This is an optimization exercise on Yosys and OpenROAD, whose aim is small area, not a production implementation. The RTL was checked by simulation tests, not by an equivalence proof against the original design.

## rgb_to_hsl_converter_core
module rgb_to_hsl_converter_core #(
  parameter int HUE_BITS = 12
) (
  input  logic                clk,
  input  logic                rst,
  input  logic                start,
  output logic                busy,
  input  logic [23:0]         pixel,
  output logic                done,
  output logic [HUE_BITS-1:0] hue,
  output logic [7:0]          saturation,
  output logic [7:0]          lightness,
  output logic                achromatic
);
  assign busy = rst;
  logic [7:0] r, g, b;
  assign r = pixel[23:16];
  assign g = pixel[15:8];
  assign b = pixel[7:0];
  logic gt_rg, gt_gr, gt_gb, gt_bg, gt_br, gt_rb;
  rhsl_cmp u_c_rg (.a(r), .b(g), .gt(gt_rg), .lt(gt_gr));
  rhsl_cmp u_c_gb (.a(g), .b(b), .gt(gt_gb), .lt(gt_bg));
  rhsl_cmp u_c_br (.a(b), .b(r), .gt(gt_br), .lt(gt_rb));
  logic [5:0] ks;   
  assign ks[0] = gt_rg  & !gt_bg;    
  assign ks[1] = !gt_rg & gt_rb;     
  assign ks[2] = gt_gb  & !gt_rb;    
  assign ks[3] = !gt_gb & gt_gr;     
  assign ks[4] = gt_br  & !gt_gr;    
  assign ks[5] = !gt_br & gt_bg;     
  logic [7:0] hi, lo, fa, fb;
  assign hi = (!gt_gr && !gt_br) ? r : (!gt_bg ? g : b);
  assign lo = (!gt_rg && !gt_rb) ? r : (!gt_gb ? g : b);
  assign fa = (ks[4] | ks[5]) ? r : ((ks[0] | ks[1]) ? g : b);
  assign fb = (ks[0] | ks[5]) ? b : ((ks[1] | ks[2]) ? r : g);
  logic [7:0] f0, delta0;
  logic [8:0] sum0;
  logic [2:0] k0;
  assign delta0 = hi - lo;
  assign f0     = fa - fb;
  assign sum0   = {1'b0, hi} + {1'b0, lo};
  assign k0     = {ks[3] | ks[4] | ks[5], ks[2] | ks[5], ks[1] | ks[4]};   
  logic [7:0] r1_hf;
  always_ff @(posedge clk) r1_hf <= f0;
  logic [7:0] r1_hdelta;
  always_ff @(posedge clk) r1_hdelta <= delta0;
  logic [2:0] r1_k;
  always_ff @(posedge clk) r1_k <= k0;
  logic [8:0] r1_ssum;
  always_ff @(posedge clk) r1_ssum <= sum0;
  logic [7:0] r1_sdelta;
  ...
Size: about 2200 cells after synthesis, roughly 230 flip-flops, roughly 58 I/O pins.
clock: 5.5 ns
lec_check: 0
abc_area: 1
cap_margin: 20
core_margin: 2
core_utilization: 40
cts_cluster_diameter: 100
cts_cluster_size: 24
slew_margin: 20
run.sh (not shown) runs the stock make flow with config.mk's settings and CLKGATE_MAP_FILE= SYNTH_SCRIPT=/design/flow/synth_recipe.tcl, a recipe that flattens the netlist after the stock synthesis.
Rerun with:
==> flow/flow/run.sh (new file) <==
#!/bin/bash
# The standard layout (standard.sh) with two changes:
#  - synthesis maps with ABC's area-oriented script below instead of ORFS's
#    abc_area.script (registers are untouched: they are mapped before ABC runs);
#  - every port is buffered by a buf_1 instead of the delay buffer that
#    buffer_ports picks by default.
# Each tool's full output lands in make.log and under orfs/logs/.
set -euo pipefail
rm -rf scripts
cp -r "$FLOW_HOME/scripts" scripts
printf '%s\n' strash "dch" "amap" topo 'stime -c' 'buffer -c' 'upsize -c' 'dnsize -c' > scripts/abc_area.script
bash standard.sh SCRIPTS_DIR="$PWD/scripts" BUFFER_PORTS_ARGS="-buffer_cell sky130_fd_sc_hd__buf_1" finish > make.log 2>&1
==> flow/standard.sh (new file) <==
#!/bin/bash
# synth_recipe.tcl (not shown) runs the flow's synth.tcl, then flattens the netlist and writes it again
# the make line also repeats each setting of config.mk as NAME=value (left out here)
make -C /OpenROAD-flow-scripts/flow DESIGN_CONFIG=/design/flow/config.mk WORK_HOME=/design/flow/orfs CLKGATE_MAP_FILE= SYNTH_SCRIPT=/design/flow/synth_recipe.tcl "${@:-finish}"
removed: flow/run.sh
Effect:
- With this change the flow reached the layout checks and failed them: setup timing
- worst setup slack loses 2300 ps
- synthesized cell count came out lower by 12%
- via count came out higher by 17%
- cell count came out higher by 9.5%
- cell area came out higher by 23%
- clock skew came out higher by 3.2 ps
- sequential share of layout area came out lower by 5.1 points
- non-clock buffer count came out higher by 576
- wire length came out higher by 27%
Rerun with:
--- a/flow/flow/run.sh
+++ b/flow/flow/run.sh
@@ -9,4 +9,4 @@
 rm -rf scripts
 cp -r "$FLOW_HOME/scripts" scripts
-printf '%s\n' strash "dch" "amap" topo 'stime -c' 'buffer -c' 'upsize -c' 'dnsize -c' > scripts/abc_area.script
+printf '%s\n' 'strash' 'dch -f' 'map -B 0.9' 'topo' 'dnsize -c' > scripts/abc_area.script
 bash standard.sh SCRIPTS_DIR="$PWD/scripts" BUFFER_PORTS_ARGS="-buffer_cell sky130_fd_sc_hd__buf_1" finish > make.log 2>&1
=> This time the run completed without violations; cell area is lower by 22%; count of clock-buffer cells in the layout drops by 1; setup slack gets better by 2400 ps; core utilization came out lower by 15 points; area after synthesis increases by 5.7%; cell count fell by 8.8%; non-clock buffer count drops by 583; synthesized cell count increases by 14%.
Rerun with:
--- a/flow/flow/run.sh
+++ b/flow/flow/run.sh
@@ -9,4 +9,4 @@
 rm -rf scripts
 cp -r "$FLOW_HOME/scripts" scripts
-printf '%s\n' 'strash' 'dch -f' 'map -B 0.9' 'topo' 'dnsize -c' > scripts/abc_area.script
+printf '%s\n' strash "dch -f" "map -D 4600" topo 'stime -c' 'buffer -c' 'upsize -c' 'dnsize -c' > scripts/abc_area.script
 bash standard.sh SCRIPTS_DIR="$PWD/scripts" BUFFER_PORTS_ARGS="-buffer_cell sky130_fd_sc_hd__buf_1" finish > make.log 2>&1
- This time the run completed and failed the layout checks on setup timing
- synthesized area fell slightly
- die area is lower slightly
- core utilization rises by 5.5 points
- setup slack degrades by 870 ps
Rerun with:
==> flow/flow/run.sh (replaced) <==
#!/bin/bash
# The standard layout (standard.sh) with two changes:
#  - synthesis maps the logic with the ABC script below (choice computation
#    with -f, mapping, buffering and downsizing, but no upsizing) instead of
#    ORFS's abc_area.script; registers are untouched, as ABC runs after they
#    are mapped, and the rest of ORFS's synthesis is the same;
#  - every port is buffered by a buf_1 instead of the delay buffer that
#    buffer_ports picks by default.
# Each tool's full output lands in make.log and under orfs/logs/.
set -euo pipefail
rm -rf scripts
cp -r "$FLOW_HOME/scripts" scripts
printf '%s\n' 'strash' 'dch -f' 'map -B 0.9' 'topo' 'stime -c' 'buffer -c' 'dnsize -c' > scripts/abc_area.script
bash standard.sh SCRIPTS_DIR="$PWD/scripts" BUFFER_PORTS_ARGS="-buffer_cell sky130_fd_sc_hd__buf_1" finish > make.log 2>&1
- CTS_CLUSTER_DIAMETER: 100 -> 120
- CTS_CLUSTER_SIZE: 24 -> 32
This time the run ran to the end with no violations.
Wire length fell by 12%.
Hold slack is about the same.
Cell count fell by about 1.1%.
Setup slack improves by 930 ps.
Via count fell by about 4.6%.
Die area rose by about 2.2%.
Count of clock-buffer cells in the layout fell by 5.
Flip-flop and latch count is unchanged.
Final area fell by about 12%.

rgb_to_hsl_converter_core, a different RTL version from the one above (not shown whole).
Size: about 2300 cells after synthesis, about 230 flip-flops, about 14000 µm² of cells after synthesis.
clock: 5.5 ns
lec_check: 0
abc_area: 1
cap_margin: 20
core_margin: 2
core_utilization: 40
cts_cluster_diameter: 120
cts_cluster_size: 32
slew_margin: 20
standard.sh (not shown) runs the stock make flow with config.mk's settings and CLKGATE_MAP_FILE= SYNTH_SCRIPT=/design/flow/synth_recipe.tcl, a recipe that flattens the netlist after the stock synthesis.
==> flow/flow/run.sh <==
#!/bin/bash
# The standard layout (standard.sh) with three changes:
#  - synthesis maps the logic with the ABC script below (choice computation
#    with -f, mapping, buffering and downsizing, but no upsizing) instead of
#    ORFS's abc_area.script;
#  - synthesis leaves adders to ABC (ADDER_MAP_FILE empty: no full- and
#    half-adder cells are extracted first); registers are untouched by both,
#    as they are mapped before, and the rest of ORFS's synthesis is the same;
#  - every port is buffered by a buf_1 instead of the delay buffer that
#    buffer_ports picks by default.
# Each tool's full output lands in make.log and under orfs/logs/.
set -euo pipefail
rm -rf scripts
cp -r "$FLOW_HOME/scripts" scripts
printf '%s\n' 'strash' 'dch -f' 'map -B 0.9' 'topo' 'stime -c' 'buffer -c' 'dnsize -c' > scripts/abc_area.script
bash standard.sh SCRIPTS_DIR="$PWD/scripts" ADDER_MAP_FILE= BUFFER_PORTS_ARGS="-buffer_cell sky130_fd_sc_hd__buf_1" finish > make.log 2>&1
Edit:
--- a/flow/flow/run.sh
+++ b/flow/flow/run.sh
@@ -1,9 +1,7 @@
 #!/bin/bash
-# The standard layout (standard.sh) with three changes:
+# The standard layout (standard.sh) with two changes:
 #  - synthesis maps the logic with the ABC script below (choice computation
 #    with -f, mapping, buffering and downsizing, but no upsizing) instead of
-#    ORFS's abc_area.script;
-#  - synthesis leaves adders to ABC (ADDER_MAP_FILE empty: no full- and
-#    half-adder cells are extracted first); registers are untouched by both,
-#    as they are mapped before, and the rest of ORFS's synthesis is the same;
+#    ORFS's abc_area.script; registers are untouched, as ABC runs after they
+#    are mapped, and the rest of ORFS's synthesis is the same;
 #  - every port is buffered by a buf_1 instead of the delay buffer that
The changed run produced a clean layout. Cell area does not change. Register-to-register slack is about the same. Setup slack does not change. Worst hold slack is unchanged. Count of clock-buffer cells in the layout does not change.
Edit:
--- a/flow/flow/run.sh
+++ b/flow/flow/run.sh
@@ -12,3 +12,3 @@
 cp -r "$FLOW_HOME/scripts" scripts
-printf '%s\n' 'strash' 'dch -f' 'map -B 0.9' 'topo' 'stime -c' 'buffer -c' 'dnsize -c' > scripts/abc_area.script
+printf '%s\n' 'strash' 'dch -f' 'map -B 0.9' 'topo' 'dnsize -c' > scripts/abc_area.script
 bash standard.sh SCRIPTS_DIR="$PWD/scripts" ADDER_MAP_FILE= BUFFER_PORTS_ARGS="-buffer_cell sky130_fd_sc_hd__buf_1" finish > make.log 2>&1
=>
- The changed run went through all stages and came out clean
- sequential share of layout area goes down by 0.25 points
- critical path depth went down by 2
- non-clock buffer count rises by 12
- via count grows by 2.1%
- wire length decreases by 1.5%
- final cell count stays flat
- die area decreases by 1.3%
Edit:
--- a/flow/flow/run.sh
+++ b/flow/flow/run.sh
@@ -12,3 +12,3 @@
 cp -r "$FLOW_HOME/scripts" scripts
-printf '%s\n' 'strash' 'dch -f' 'map -B 0.9' 'topo' 'dnsize -c' > scripts/abc_area.script
+printf '%s\n' 'strash' 'dc2' 'dch -f' 'map -B 0.9' 'topo' 'stime -c' 'buffer -c' 'dnsize -c' > scripts/abc_area.script
 bash standard.sh SCRIPTS_DIR="$PWD/scripts" ADDER_MAP_FILE= BUFFER_PORTS_ARGS="-buffer_cell sky130_fd_sc_hd__buf_1" finish > make.log 2>&1
What happened: The changed run finished with setup timing left. Fmax fell by about 26%. Critical path depth climbs by 30. Die area came out lower by about 5.6%. Sequential cell count does not change. Wire length went up by about 50%. Global-route usage climbs by 6.5 points.

Another version of the RTL of rgb_to_hsl_converter_core (not shown whole).
Size in the first run: ~2,200 cells after synthesis, about 0.015 mm^2 of cells after synthesis.
clock: 5.5 ns
lec_check: 0
abc_area: 1
cap_margin: 20
core_margin: 2
core_utilization: 40
slew_margin: 20
run.sh (not shown) runs the stock make flow with config.mk's settings and CLKGATE_MAP_FILE= SYNTH_SCRIPT=/design/flow/synth_recipe.tcl, a recipe that flattens the netlist after the stock synthesis.
Stock flow here: none of the scripts above is used.
The baseline completed without violations.
==> next run, changes <==
- CORE_UTILIZATION: 40 -> 55
- CTS_BUF_LIST: unset -> sky130_fd_sc_hd__clkbuf_4 sky130_fd_sc_hd__clkbuf_8
Hold slack improved by 0.016 ns.
Non-clock buffer count came out lower by 2.
Utilization grows by 16 points.
==> next run, changes <==
- CORE_UTILIZATION: 55 -> 40
- CTS_BUF_LIST: sky130_fd_sc_hd__clkbuf_4 sky130_fd_sc_hd__clkbuf_8 -> unset
- CTS_CLUSTER_DIAMETER: unset -> 80
- CTS_CLUSTER_SIZE: unset -> 30
What happened: The new run completed with no timing, DRC or antenna violations; worst hold slack improves by 0.011 ns; first-iteration DRC count fell by 13%; die area rose by 37%.

rgb_to_hsl_converter_core with an RTL version that a note above also has.
For scale: ~2200 cells after synthesis, ~230 flip-flops, ~0.015 mm2 of cells after synthesis.
==> flow/config.mk <==
export PLATFORM = sky130hd
export DESIGN_NAME = rgb_to_hsl_converter_core
export DESIGN_NICKNAME = rgb_to_hsl_converter_core
export VERILOG_FILES = /design/flow/design.v
export SDC_FILE = /design/flow/constraint.sdc
export NUM_CORES = 4
export LEC_CHECK = 0
export ABC_AREA = 1
export CAP_MARGIN = 20
export CORE_MARGIN = 2
export CORE_UTILIZATION = 40
export CTS_CLUSTER_DIAMETER = 100
export CTS_CLUSTER_SIZE = 24
export SLEW_MARGIN = 20
==> flow/constraint.sdc <==
create_clock -name core_clock -period 5.5 [get_ports {clk}]
set_input_delay 1.1000 -clock core_clock [delete_from_list [all_inputs] [get_ports {clk}]]
set_output_delay 1.1000 -clock core_clock [all_outputs]
set_load 0.01 [all_outputs]
standard.sh (not shown) runs the stock make flow with config.mk's settings and CLKGATE_MAP_FILE= SYNTH_SCRIPT=/design/flow/synth_recipe.tcl, a recipe that flattens the netlist after the stock synthesis.
==> flow/flow/run.sh <==
#!/bin/bash
# The standard layout, with every port buffered by a buf_1 instead of the
# delay buffer buffer_ports picks by default. Everything else is the standard flow's own
# flow (standard.sh), synthesis included.
set -euo pipefail
bash standard.sh BUFFER_PORTS_ARGS="-buffer_cell sky130_fd_sc_hd__buf_1" finish > make.log 2>&1
The starting point finished clean.
Then changed:
==> flow/flow/run.sh (replaced) <==
#!/bin/bash
# The standard layout (standard.sh) with two changes:
#  - synthesis maps with ABC's area-oriented script below instead of ORFS's
#    abc_area.script (registers are untouched: they are mapped before ABC runs);
#  - every port is buffered by a buf_1 instead of the delay buffer that
#    buffer_ports picks by default.
# Each tool's full output lands in make.log and under orfs/logs/.
set -euo pipefail
rm -rf scripts
cp -r "$FLOW_HOME/scripts" scripts
printf '%s\n' 'strash' 'dch -f' 'map -B 0.9' 'topo' 'stime -c' 'buffer -c' 'dnsize -c' > scripts/abc_area.script
bash standard.sh SCRIPTS_DIR="$PWD/scripts" BUFFER_PORTS_ARGS="-buffer_cell sky130_fd_sc_hd__buf_1" finish > make.log 2>&1
Outcome: Core utilization hardly moves. Synthesized area fell by 2.7%. Routed wire length is lower by 1.1%. Global-route usage decreases by 0.18 points. Hold slack stays flat. Cell area decreases by 2.6%. First-iteration DRC count climbs by 26%.
Then changed:
--- a/flow/flow/run.sh
+++ b/flow/flow/run.sh
@@ -9,4 +9,4 @@
 rm -rf scripts
 cp -r "$FLOW_HOME/scripts" scripts
-printf '%s\n' 'strash' 'dch -f' 'map -B 0.9' 'topo' 'stime -c' 'buffer -c' 'dnsize -c' > scripts/abc_area.script
+printf '%s\n' 'strash' 'dc2' 'dch -f' 'map -B 0.9' 'topo' 'stime -c' 'buffer -c' 'upsize -c' 'dnsize -c' > scripts/abc_area.script
 bash standard.sh SCRIPTS_DIR="$PWD/scripts" BUFFER_PORTS_ARGS="-buffer_cell sky130_fd_sc_hd__buf_1" finish > make.log 2>&1
After rerunning: The changed run produced a layout that fails on setup timing. Non-clock buffer count goes up by 365. Count of clock-buffer cells in the layout shrinks by 3. Area after synthesis shrinks by 4.8%. Fmax decreases by 24%. Sequential cell count stays the same.

Starting RTL as in the previous note.
export LEC_CHECK = 0
export ABC_AREA = 1
export CAP_MARGIN = 20
export CORE_MARGIN = 2
export CORE_UTILIZATION = 40
export CTS_CLUSTER_DIAMETER = 100
export CTS_CLUSTER_SIZE = 24
export SLEW_MARGIN = 20
create_clock -name core_clock -period 5.5 [get_ports {clk}]
==> flow/flow/run.sh <==
#!/bin/bash
# The standard layout (standard.sh) with two changes:
#  - synthesis maps the logic with the ABC script below (choice computation
#    with -f, mapping, buffering and downsizing, but no upsizing) instead of
#    ORFS's abc_area.script; registers are untouched, as ABC runs after they
#    are mapped, and the rest of ORFS's synthesis is the same;
#  - every port is buffered by a buf_1 instead of the delay buffer that
#    buffer_ports picks by default.
# Each tool's full output lands in make.log and under orfs/logs/.
set -euo pipefail
rm -rf scripts
cp -r "$FLOW_HOME/scripts" scripts
printf '%s\n' 'strash' 'dch -f' 'map -B 0.9' 'topo' 'stime -c' 'buffer -c' 'dnsize -c' > scripts/abc_area.script
bash standard.sh SCRIPTS_DIR="$PWD/scripts" BUFFER_PORTS_ARGS="-buffer_cell sky130_fd_sc_hd__buf_1" finish > make.log 2>&1
The first run went through all stages and came out clean.
==> next run, changes <==
==> flow/flow/run.sh (replaced) <==
#!/bin/bash
# The standard layout (standard.sh) with two changes:
#  - synthesis maps with ABC's area-oriented script below instead of ORFS's
#    abc_area.script (registers are untouched: they are mapped before ABC runs);
#  - every port is buffered by a buf_1 instead of the delay buffer that
#    buffer_ports picks by default.
# Each tool's full output lands in make.log and under orfs/logs/.
set -euo pipefail
rm -rf scripts
cp -r "$FLOW_HOME/scripts" scripts
printf '%s\n' strash "dch -f" "map -D 4300" topo 'stime -c' 'buffer -c' 'upsize -c' 'dnsize -c' > scripts/abc_area.script
bash standard.sh SCRIPTS_DIR="$PWD/scripts" BUFFER_PORTS_ARGS="-buffer_cell sky130_fd_sc_hd__buf_1" finish > make.log 2>&1
After rerunning: The new run completed with no timing, DRC or antenna violations. Die area goes up by about 1%. Area after synthesis goes up by about 1%. Design area goes up by about 8%.
==> next run, changes <==
--- a/flow/flow/run.sh
+++ b/flow/flow/run.sh
@@ -9,4 +9,4 @@
 rm -rf scripts
 cp -r "$FLOW_HOME/scripts" scripts
-printf '%s\n' strash "dch -f" "map -D 4300" topo 'stime -c' 'buffer -c' 'upsize -c' 'dnsize -c' > scripts/abc_area.script
+printf '%s\n' 'strash' 'dch -f' 'map -B 0.9' 'topo' 'stime -c' 'buffer -c' 'dnsize -c' > scripts/abc_area.script
 bash standard.sh SCRIPTS_DIR="$PWD/scripts" BUFFER_PORTS_ARGS="-buffer_cell sky130_fd_sc_hd__buf_1" finish > make.log 2>&1
CTS_BUF_LIST = sky130_fd_sc_hd__clkbuf_8   (was default)
CTS_CLUSTER_DIAMETER = 60   (was 100)
CTS_CLUSTER_SIZE = 16   (was 24)
The new run ran to the end with no violations; first-iteration DRC count goes up by a few percent; fmax went up by a little under a tenth; clock skew rose by 0.0092 ns; design area decreases by a few percent; flip-flop and latch count does not change.
==> next run, changes <==
--- a/flow/flow/run.sh
+++ b/flow/flow/run.sh
@@ -9,4 +9,4 @@
 rm -rf scripts
 cp -r "$FLOW_HOME/scripts" scripts
-printf '%s\n' 'strash' 'dch -f' 'map -B 0.9' 'topo' 'stime -c' 'buffer -c' 'dnsize -c' > scripts/abc_area.script
+printf '%s\n' strash "dch -f" "map -B 0.9" topo 'stime -c' 'buffer -c' 'upsize -c' 'dnsize -c' > scripts/abc_area.script
 bash standard.sh SCRIPTS_DIR="$PWD/scripts" BUFFER_PORTS_ARGS="-buffer_cell sky130_fd_sc_hd__buf_1" finish > make.log 2>&1
CTS_BUF_LIST = default   (was sky130_fd_sc_hd__clkbuf_8)
CTS_CLUSTER_DIAMETER = 100   (was 60)
CTS_CLUSTER_SIZE = 24   (was 16)
What happened: Routed wire length came out lower by 1.7%; design area came out higher by 0.84%; worst hold slack improves by 0.0056 ns; via count stays flat; sequential cell count does not change; worst setup slack degrades by 0.10 ns.

[what the ideal ports hide]
The flow's constraints put no driver on any port. The routed layouts listed below were extracted and timed again, unchanged, in two steps. Step 1, drivers: a clkbuf_16 drives clk and a buf_2 each remaining input, both assumed. Step 2 adds t to the input delays and takes it off the output delays; t is the mean of the earliest and latest rising clock arrival at the registers after step 1. Input paths then give back, and output paths get back, about the clock's delay inside the block. Three values: ideal ports, drivers, drivers and shift; two values: the first two.
run | t (ns) | setup slack, ns | worst hold slack (ns) | clock arrival spread, ns | worst slew at a driven data input, ns
the first run of note 1 | 0.514 | 0.364 / 0.364 / 0.203 | 0.321 / 0.321 / 0.321 | 0.019 / 0.019 | 0.04
the second run of note 1 | 0.540 | -1.900 / -1.900 / -1.900 | 0.327 / 0.327 / 0.327 | 0.021 / 0.021 | 0.05
the third run of note 1 | 0.530 | 0.520 / 0.520 / 0.363 | 0.306 / 0.306 / 0.306 | 0.033 / 0.033 | 0.05
the fourth run of note 1 | 0.519 | -0.352 / -0.352 / -0.352 | 0.326 / 0.326 / 0.326 | 0.032 / 0.032 | 0.04
the fifth run of note 1 | 0.511 | 0.574 / 0.574 / 0.468 | 0.326 / 0.326 / 0.326 | 0.018 / 0.018 | 0.04
the first run of note 2 | 0.508 | 0.725 / 0.727 / 0.240 | 0.329 / 0.329 / 0.329 | 0.019 / 0.020 | 0.03
the second run of note 2 | 0.508 | 0.725 / 0.727 / 0.240 | 0.329 / 0.329 / 0.329 | 0.019 / 0.020 | 0.03
the third run of note 2 | 0.500 | 0.622 / 0.644 / 0.144 | 0.332 / 0.332 / 0.332 | 0.016 / 0.017 | 0.04
the fourth run of note 2 | 0.526 | -1.069 / -1.069 / -1.069 | 0.318 / 0.318 / 0.318 | 0.036 / 0.036 | 0.05
the first run of note 3 | 0.564 | 0.474 / 0.474 / 0.170 | 0.303 / 0.303 / 0.303 | 0.032 / 0.031 | 0.04
the second run of note 3 | 0.580 | 0.527 / 0.527 / 0.067 | 0.318 / 0.318 / 0.318 | 0.022 / 0.022 | 0.04
the third run of note 3 | 0.520 | 0.423 / 0.423 / 0.168 | 0.330 / 0.330 / 0.330 | 0.018 / 0.019 | 0.04
the first run of note 4 | 0.513 | 0.402 / 0.402 / 0.318 | 0.329 / 0.329 / 0.329 | 0.014 / 0.014 | 0.03
the second run of note 4 | 0.525 | 0.598 / 0.598 / 0.462 | 0.331 / 0.331 / 0.331 | 0.019 / 0.018 | 0.04
the third run of note 4 | 0.526 | -0.924 / -0.924 / -0.924 | 0.321 / 0.321 / 0.321 | 0.013 / 0.013 | 0.04
the first run of note 5 | 0.525 | 0.598 / 0.598 / 0.462 | 0.331 / 0.331 / 0.331 | 0.019 / 0.018 | 0.04
the second run of note 5 | 0.518 | 0.242 / 0.242 / 0.242 | 0.315 / 0.315 / 0.315 | 0.018 / 0.019 | 0.03
the third run of note 5 | 0.585 | 0.595 / 0.595 / 0.455 | 0.316 / 0.316 / 0.316 | 0.029 / 0.029 | 0.04
the fourth run of note 5 | 0.524 | 0.490 / 0.490 / 0.490 | 0.321 / 0.321 / 0.321 | 0.028 / 0.028 | 0.04
